From an optimization exercise on the open Yosys and OpenROAD flow, aimed at small area; shortcuts taken in it are not production practice. Function was checked by simulation only, so behaviour that the tests miss may differ from the original. No activity file was given, so power comes from the tool's default toggle rates. No driver is modelled on the clock port, so clocking that relies on it looks cheaper here than on a real chip.

==> wip/fjord <==
## fpga_config_loader
module fpga_config_loader
(
    input  logic                 clk,
    input  logic                 rst_n,
    input  logic [7:0]           in_data,
    input  logic                 in_valid,
    output logic                 in_ready,
    output logic [fpga_config_loader_pkg::CFG_BITS-1:0]  cfg_out,
    output logic                 cfg_valid,
    output logic                 cfg_done,
    output logic                 cfg_err,
    output logic                 busy
);
export LEC_CHECK = 0
export CAP_MARGIN = 20
export CORE_MARGIN = 2
export CORE_UTILIZATION = 60
export SLEW_MARGIN = 20
create_clock -name core_clock -period 10.0 [get_ports {clk}]
standard.sh (not shown) runs the stock make flow with config.mk's settings and CLKGATE_MAP_FILE= SYNTH_SCRIPT=/design/flow/synth_recipe.tcl, a recipe that flattens the netlist after the stock synthesis.
==> flow/flow/run.sh <==
#!/bin/bash
# Own layout flow: the standard flow (standard synthesis unchanged), with
# the smallest buffer on the ports and a clock tree without dummy loads.
set -euo pipefail
here=$(pwd)
bash standard.sh \
  "BUFFER_PORTS_ARGS=-buffer_cell sky130_fd_sc_hd__buf_1" \
  "CTS_ARGS=-sink_clustering_enable -repair_clock_nets -dont_use_dummy_load -sink_clustering_size 32 -sink_clustering_max_diameter 100" \
  finish > "$here/standard_flow.log" 2>&1
==> wip/lagoon: changes against wip/fjord <==
==> flow/run.sh (new file) <==
#!/bin/bash
# synth_recipe.tcl (not shown) runs the flow's synth.tcl, then flattens the netlist and writes it again
# the make line also repeats each setting of config.mk as NAME=value (left out here)
make -C /OpenROAD-flow-scripts/flow DESIGN_CONFIG=/design/flow/config.mk WORK_HOME=/design/flow/orfs CLKGATE_MAP_FILE= SYNTH_SCRIPT=/design/flow/synth_recipe.tcl finish
--- a/flow/config.mk
+++ b/flow/config.mk
@@ -9,3 +9,3 @@
 export CORE_MARGIN = 2
-export CORE_UTILIZATION = 60
+export CORE_UTILIZATION = 40
 export SLEW_MARGIN = 20
removed: flow/flow/run.sh
removed: flow/standard.sh
==> wip/willow: changes against wip/fjord <==
--- a/flow/flow/run.sh
+++ b/flow/flow/run.sh
@@ -7,3 +7,3 @@
   "BUFFER_PORTS_ARGS=-buffer_cell sky130_fd_sc_hd__buf_1" \
-  "CTS_ARGS=-sink_clustering_enable -repair_clock_nets -dont_use_dummy_load -sink_clustering_size 32 -sink_clustering_max_diameter 100" \
+  "CTS_ARGS=-sink_clustering_enable -repair_clock_nets -dont_use_dummy_load" \
   finish > "$here/standard_flow.log" 2>&1
--- a/flow/config.mk
+++ b/flow/config.mk
@@ -9,3 +9,3 @@
 export CORE_MARGIN = 2
-export CORE_UTILIZATION = 60
+export CORE_UTILIZATION = 40
 export SLEW_MARGIN = 20
==> summary of the runs <==
- The highest worst hold slack belongs to wip/lagoon, the lowest to wip/willow.
- Between wip/fjord and wip/lagoon, the lower wire length is in wip/fjord (gap 1.2%, measured against wip/lagoon).
- In synthesized area, wip/lagoon and wip/willow do not differ.
- Cell count: wip/lagoon > wip/willow > wip/fjord.
- Of wip/fjord and wip/willow, wip/fjord has the higher core utilization (gap 20 points).
- Global-route usage: wip/fjord is higher than wip/lagoon (8.8 points).
- The lowest setup slack belongs to wip/lagoon, the highest to wip/willow.
- Critical path depth is the same in wip/willow and wip/lagoon.

========
==> inputs of run a <==
==> flow/design.v <==
package fpga_config_loader_pkg;
    localparam int CFG_BITS = 1020;
    localparam int NBYTES   = (CFG_BITS + 7) / 8;
    localparam int CNT_W    = $clog2(NBYTES + 1);
    localparam logic [7:0] SYNC_BYTE = 8'hA5;
    localparam logic [2:0] ST_IDLE   = 3'd0;
    localparam logic [2:0] ST_LOAD   = 3'd1;
    localparam logic [2:0] ST_CHK    = 3'd2;
    localparam logic [2:0] ST_COMMIT = 3'd3;
    localparam logic [2:0] ST_ERR    = 3'd4;
    localparam int BRB_LSB      = 0;
    localparam int BRB_BITS     = 900;
    localparam int IO_BITS      = 30;
    localparam int LEFTIO_LSB   = 900;
    localparam int RIGHTIO_LSB  = 930;
    localparam int TOPIO_LSB    = 960;
    localparam int BOTTOMIO_LSB = 990;
endpackage
module fpga_config_loader_shadow_reg
(
    input  logic                clk,
    input  logic                rst_n,
    input  logic                we,
    input  logic [fpga_config_loader_pkg::CNT_W-1:0]    addr,
    input  logic [7:0]          wdata,
    output logic [fpga_config_loader_pkg::CFG_BITS-1:0] q
);
    always_ff @(posedge clk or negedge rst_n) begin
        if (!rst_n) begin
            q <= '0;
        end else if (we) begin
            for (int i = 0; i < fpga_config_loader_pkg::CFG_BITS; i++) begin
                if (addr == fpga_config_loader_pkg::CNT_W'(i / 8)) begin
                    q[i] <= wdata[i % 8];
                end
            end
        end
    end
endmodule
module fpga_config_loader
(
    input  logic                 clk,
    input  logic                 rst_n,
    input  logic [7:0]           in_data,
    input  logic                 in_valid,
    output logic                 in_ready,
    output logic [fpga_config_loader_pkg::CFG_BITS-1:0]  cfg_out,
    output logic                 cfg_valid,
    output logic                 cfg_done,
    output logic                 cfg_err,
    output logic                 busy
);
    logic [2:0]          state;
    logic [fpga_config_loader_pkg::CNT_W-1:0]    cnt;
    logic [7:0]          xsum;
    logic [fpga_config_loader_pkg::CFG_BITS-1:0] shadow;
    logic                xfer;
    logic                shadow_we;
    assign in_ready    = rst_n && (state == fpga_config_loader_pkg::ST_IDLE || state == fpga_config_loader_pkg::ST_LOAD || state == fpga_config_loader_pkg::ST_CHK);
    assign xfer        = in_valid && in_ready;
    assign shadow_we   = xfer && (state == fpga_config_loader_pkg::ST_LOAD);
    assign busy        = (state == fpga_config_loader_pkg::ST_LOAD) || (state == fpga_config_loader_pkg::ST_CHK);
    fpga_config_loader_shadow_reg u_shadow (
        .clk   (clk),
        .rst_n (rst_n),
        .we    (shadow_we),
        .addr  (cnt),
        .wdata (in_data),
        .q     (shadow)
    );
    always_ff @(posedge clk or negedge rst_n) begin
        if (!rst_n) begin
            state     <= fpga_config_loader_pkg::ST_IDLE;
            cnt       <= '0;
            xsum      <= '0;
            cfg_out   <= '0;
            cfg_valid <= 1'b0;
            cfg_done  <= 1'b0;
            cfg_err   <= 1'b0;
        end else begin
            cfg_done <= 1'b0;
            case (state)
                fpga_config_loader_pkg::ST_IDLE: begin
                    if (xfer && in_data == fpga_config_loader_pkg::SYNC_BYTE) begin
                        state   <= fpga_config_loader_pkg::ST_LOAD;
                        cnt     <= '0;
                        xsum    <= '0;
                        cfg_err <= 1'b0;
                    end
                end
                fpga_config_loader_pkg::ST_LOAD: begin
                    if (xfer) begin
                        xsum <= xsum ^ in_data;
                        if (cnt == fpga_config_loader_pkg::CNT_W'(fpga_config_loader_pkg::NBYTES - 1)) begin
                            state <= fpga_config_loader_pkg::ST_CHK;
                        end else begin
                            cnt <= cnt + 1'b1;
                        end
                    end
                end
                fpga_config_loader_pkg::ST_CHK: begin
                    if (xfer) begin
                        state <= (in_data == xsum) ? fpga_config_loader_pkg::ST_COMMIT : fpga_config_loader_pkg::ST_ERR;
                    end
                end
                fpga_config_loader_pkg::ST_COMMIT: begin
                    cfg_out   <= shadow;
                    cfg_valid <= 1'b1;
                    cfg_done  <= 1'b1;
                    state     <= fpga_config_loader_pkg::ST_IDLE;
                end
                fpga_config_loader_pkg::ST_ERR: begin
                    cfg_err <= 1'b1;
                    state   <= fpga_config_loader_pkg::ST_IDLE;
                end
                default: state <= fpga_config_loader_pkg::ST_IDLE;
            endcase
        end
    end
endmodule
==> flow/run.sh <==
#!/bin/bash
# synth_recipe.tcl (not shown) runs the flow's synth.tcl, then flattens the netlist and writes it again
# the make line also repeats each setting of config.mk as NAME=value (left out here)
make -C /OpenROAD-flow-scripts/flow DESIGN_CONFIG=/design/flow/config.mk WORK_HOME=/design/flow/orfs CLKGATE_MAP_FILE= SYNTH_SCRIPT=/design/flow/synth_recipe.tcl finish
==> flow/config.mk <==
export PLATFORM = sky130hd
export DESIGN_NAME = fpga_config_loader
export DESIGN_NICKNAME = fpga_config_loader
export VERILOG_FILES = /design/flow/design.v
export SDC_FILE = /design/flow/constraint.sdc
export NUM_CORES = 4
export LEC_CHECK = 0
export CAP_MARGIN = 20
export CORE_MARGIN = 2
export CORE_UTILIZATION = 40
export SLEW_MARGIN = 20
==> flow/constraint.sdc <==
create_clock -name core_clock -period 10.0 [get_ports {clk}]
set_input_delay 2.0000 -clock core_clock [delete_from_list [all_inputs] [get_ports {clk}]]
set_output_delay 2.0000 -clock core_clock [all_outputs]
set_load 0.01 [all_outputs]
==> run b: changes against run a <==
==> flow/design.v (replaced) <==
package fpga_config_loader_pkg;
    localparam int CFG_BITS = 1020;
    localparam int NBYTES   = (CFG_BITS + 7) / 8;
    localparam int CNT_W    = $clog2(NBYTES);
    localparam logic [7:0] SYNC_BYTE = 8'hA5;
    localparam int BRB_LSB      = 0;
    localparam int BRB_BITS     = 900;
    localparam int IO_BITS      = 30;
    localparam int LEFTIO_LSB   = 900;
    localparam int RIGHTIO_LSB  = 930;
    localparam int TOPIO_LSB    = 960;
    localparam int BOTTOMIO_LSB = 990;
endpackage
module fpga_config_loader_shadow_reg
(
    input  logic                clk,
    input  logic                we,
    input  logic                last,
    input  logic [7:0]          wdata,
    output logic [fpga_config_loader_pkg::CFG_BITS-1:0] q_n
);
    localparam int NB = fpga_config_loader_pkg::NBYTES;
    logic [NB*4-1:0]     lo_n;    
    logic [(NB-1)*4-1:0] hi_n;    
    always_ff @(posedge clk) begin
        if (we) begin
            lo_n <= {~wdata[3:0], lo_n[NB*4-1:4]};
        end
    end
    always_ff @(posedge clk) begin
        if (we && !last) begin
            hi_n <= {~wdata[7:4], hi_n[(NB-1)*4-1:4]};
        end
    end
    always_comb begin
        for (int b = 0; b < NB - 1; b++) begin
            q_n[8*b +: 4]     = lo_n[4*b +: 4];
            q_n[8*b + 4 +: 4] = hi_n[4*b +: 4];
        end
        q_n[8*(NB-1) +: 4] = lo_n[4*(NB-1) +: 4];
    end
endmodule
module fpga_config_loader
(
    input  logic                 clk,
    input  logic                 rst_n,
    input  logic [7:0]           in_data,
    input  logic                 in_valid,
    output logic                 in_ready,
    output logic [fpga_config_loader_pkg::CFG_BITS-1:0]  cfg_out,
    output logic                 cfg_valid,
    output logic                 cfg_done,
    output logic                 cfg_err,
    output logic                 busy
);
    localparam int CFG_BITS = fpga_config_loader_pkg::CFG_BITS;
    localparam int CNT_W    = fpga_config_loader_pkg::CNT_W;
    logic                st_load, st_chk, st_commit, st_err;
    logic [CNT_W-1:0]    cnt;
    logic [7:0]          xsum;
    logic [CFG_BITS-1:0] shadow_n;
    logic [CFG_BITS-1:0] cfg_n;      
    logic                xfer;
    logic                shadow_we;
    logic                last;
    logic                cfg_none;
    assign in_ready  = rst_n && !st_commit && !st_err;
    assign xfer      = in_valid && in_ready;
    assign shadow_we = xfer && st_load;
    assign last      = &cnt;
    assign busy      = st_load || st_chk;
    fpga_config_loader_shadow_reg u_shadow (
        .clk   (clk),
        .we    (shadow_we),
        .last  (last),
        .wdata (in_data),
        .q_n   (shadow_n)
    );
    always_ff @(posedge clk) begin
        if (st_commit) cfg_n <= shadow_n;
    end
    assign cfg_out = ~(cfg_n | {CFG_BITS{cfg_none}});
    assign cfg_valid = ~cfg_none;
    always_ff @(posedge clk or negedge rst_n) begin
        if (!rst_n) cfg_none <= 1'b1;
        else if (st_commit) cfg_none <= 1'b0;
    end
    always_ff @(posedge clk or negedge rst_n) begin
        if (!rst_n) cnt <= '0;
        else if (shadow_we) cnt <= cnt + 1'b1;
    end
    always_ff @(posedge clk) begin
        if (!busy) xsum <= '0;
        else if (shadow_we) xsum <= xsum ^ in_data;
    end
    always_ff @(posedge clk or negedge rst_n) begin
        if (!rst_n) begin
            st_load   <= 1'b0;
            st_chk    <= 1'b0;
            st_commit <= 1'b0;
            st_err    <= 1'b0;
            cfg_done  <= 1'b0;
            cfg_err   <= 1'b0;
        end else begin
            cfg_done  <= st_commit;
            st_commit <= st_chk && xfer && (in_data == xsum);
            st_err    <= st_chk && xfer && (in_data != xsum);
            if (st_err) cfg_err <= 1'b1;
            if (!st_load && !st_chk && xfer && in_data == fpga_config_loader_pkg::SYNC_BYTE) begin
                st_load <= 1'b1;
                cfg_err <= 1'b0;
            end else if (shadow_we && last) begin
                st_load <= 1'b0;
            end
            if (shadow_we && last) st_chk <= 1'b1;
            else if (xfer) st_chk <= 1'b0;
        end
    end
endmodule
==> flow/flow/run.sh (new file) <==
#!/bin/bash
# Own layout flow: the standard flow (standard synthesis unchanged), with
# the smallest buffer on the ports and a clock tree without dummy loads.
set -euo pipefail
here=$(pwd)
bash standard.sh \
  "BUFFER_PORTS_ARGS=-buffer_cell sky130_fd_sc_hd__buf_1" \
  "CTS_ARGS=-sink_clustering_enable -repair_clock_nets -dont_use_dummy_load -sink_clustering_size 30 -sink_clustering_max_diameter 100" \
  finish > "$here/standard_flow.log" 2>&1
==> flow/standard.sh (new file) <==
#!/bin/bash
# synth_recipe.tcl (not shown) runs the flow's synth.tcl, then flattens the netlist and writes it again
# the make line also repeats each setting of config.mk as NAME=value (left out here)
make -C /OpenROAD-flow-scripts/flow DESIGN_CONFIG=/design/flow/config.mk WORK_HOME=/design/flow/orfs CLKGATE_MAP_FILE= SYNTH_SCRIPT=/design/flow/synth_recipe.tcl "${@:-finish}"
--- a/flow/config.mk
+++ b/flow/config.mk
@@ -9,3 +9,3 @@
 export CORE_MARGIN = 2
-export CORE_UTILIZATION = 40
+export CORE_UTILIZATION = 60
 export SLEW_MARGIN = 20
removed: flow/run.sh
==> run summary <==
quantity	run a	run b
Result of the run	timing/DRC/antenna clean	timing/DRC/antenna clean
Worst path setup slack after routing	4.72 ns	4.26 ns
Met1 Resource Use GR	30.8%	34.7%
Register share of the cell area	51.9%	83.2%
Transition time at the pin with the least slew margin	1.20 ns	1.06 ns
Number of well taps	2,624	1,488
DPL Wire Length	160 mm	110 mm
Highest layer used for signal routing	met4	met5
Cells after Synth	6,803	3,278
Top cell type's share of synthesized area	65.5%	91.9%
Group drawing the most power	clock	registers
Multi-input gate share of the layout cell area	25.8%	5.82%
Top_reg_cell synth	dfrtp_1	edfxtp_1
Global-route wire length before repair	364 mm	211 mm
Commonest non-fill, non-tap cell in the layout	nand2_1	edfxtp_1
Share of final layout cell area taken by clock buffers and inverters	7.67%	2.63%
Util after Layout	50.9%	67.3%
Hold Crit Endpoint	cfg_out[385]	cfg_n[0]
Invs w/o clock	6	12
Maximum cell stage delay along the critical path	0.73 ns	1.21 ns
Worst-path fanout max	58	189

-- port drivers added, routing unchanged --
Ports are ideal in the flow. The routed layouts listed here were re-timed in OpenROAD. Step 1 assumes that a clkbuf_16 drives the clock port and a buf_2 every other input. Step 2 moves the port delays by t, midway between the first and last clock arrival at a register: inputs arrive t later, outputs are due t later. That takes back most of the time a late clock gives input paths. a / b / c = no drivers / after step 1 / after step 2; a / b = the first two.
| run | t, ns | setup WS [ns] | hold WS [ns] |
|---|---|---|---|
| wip/fjord | 0.744 | 4.256 / 4.182 / 4.177 | 0.406 / 0.406 / 0.406 |
| wip/lagoon | 0.895 | 4.160 / 4.078 / 3.919 | 0.415 / 0.415 / 0.415 |
| wip/willow | 0.870 | 4.427 / 4.344 / 4.518 | 0.402 / 0.402 / 0.402 |
| run a | 0.943 | 4.723 / 4.639 / 4.633 | 0.418 / 0.418 / 0.418 |
| run b | 0.742 | 4.264 / 4.189 / 4.152 | 0.435 / 0.435 / 0.435 |
After both steps setup and hold are still met in every run listed. For wip/lagoon, which loses most, drivers alone change the setup slack by -0.082 ns; drivers and shift together by -0.241 ns. The worst setup slack also covers recovery checks on asynchronous resets.
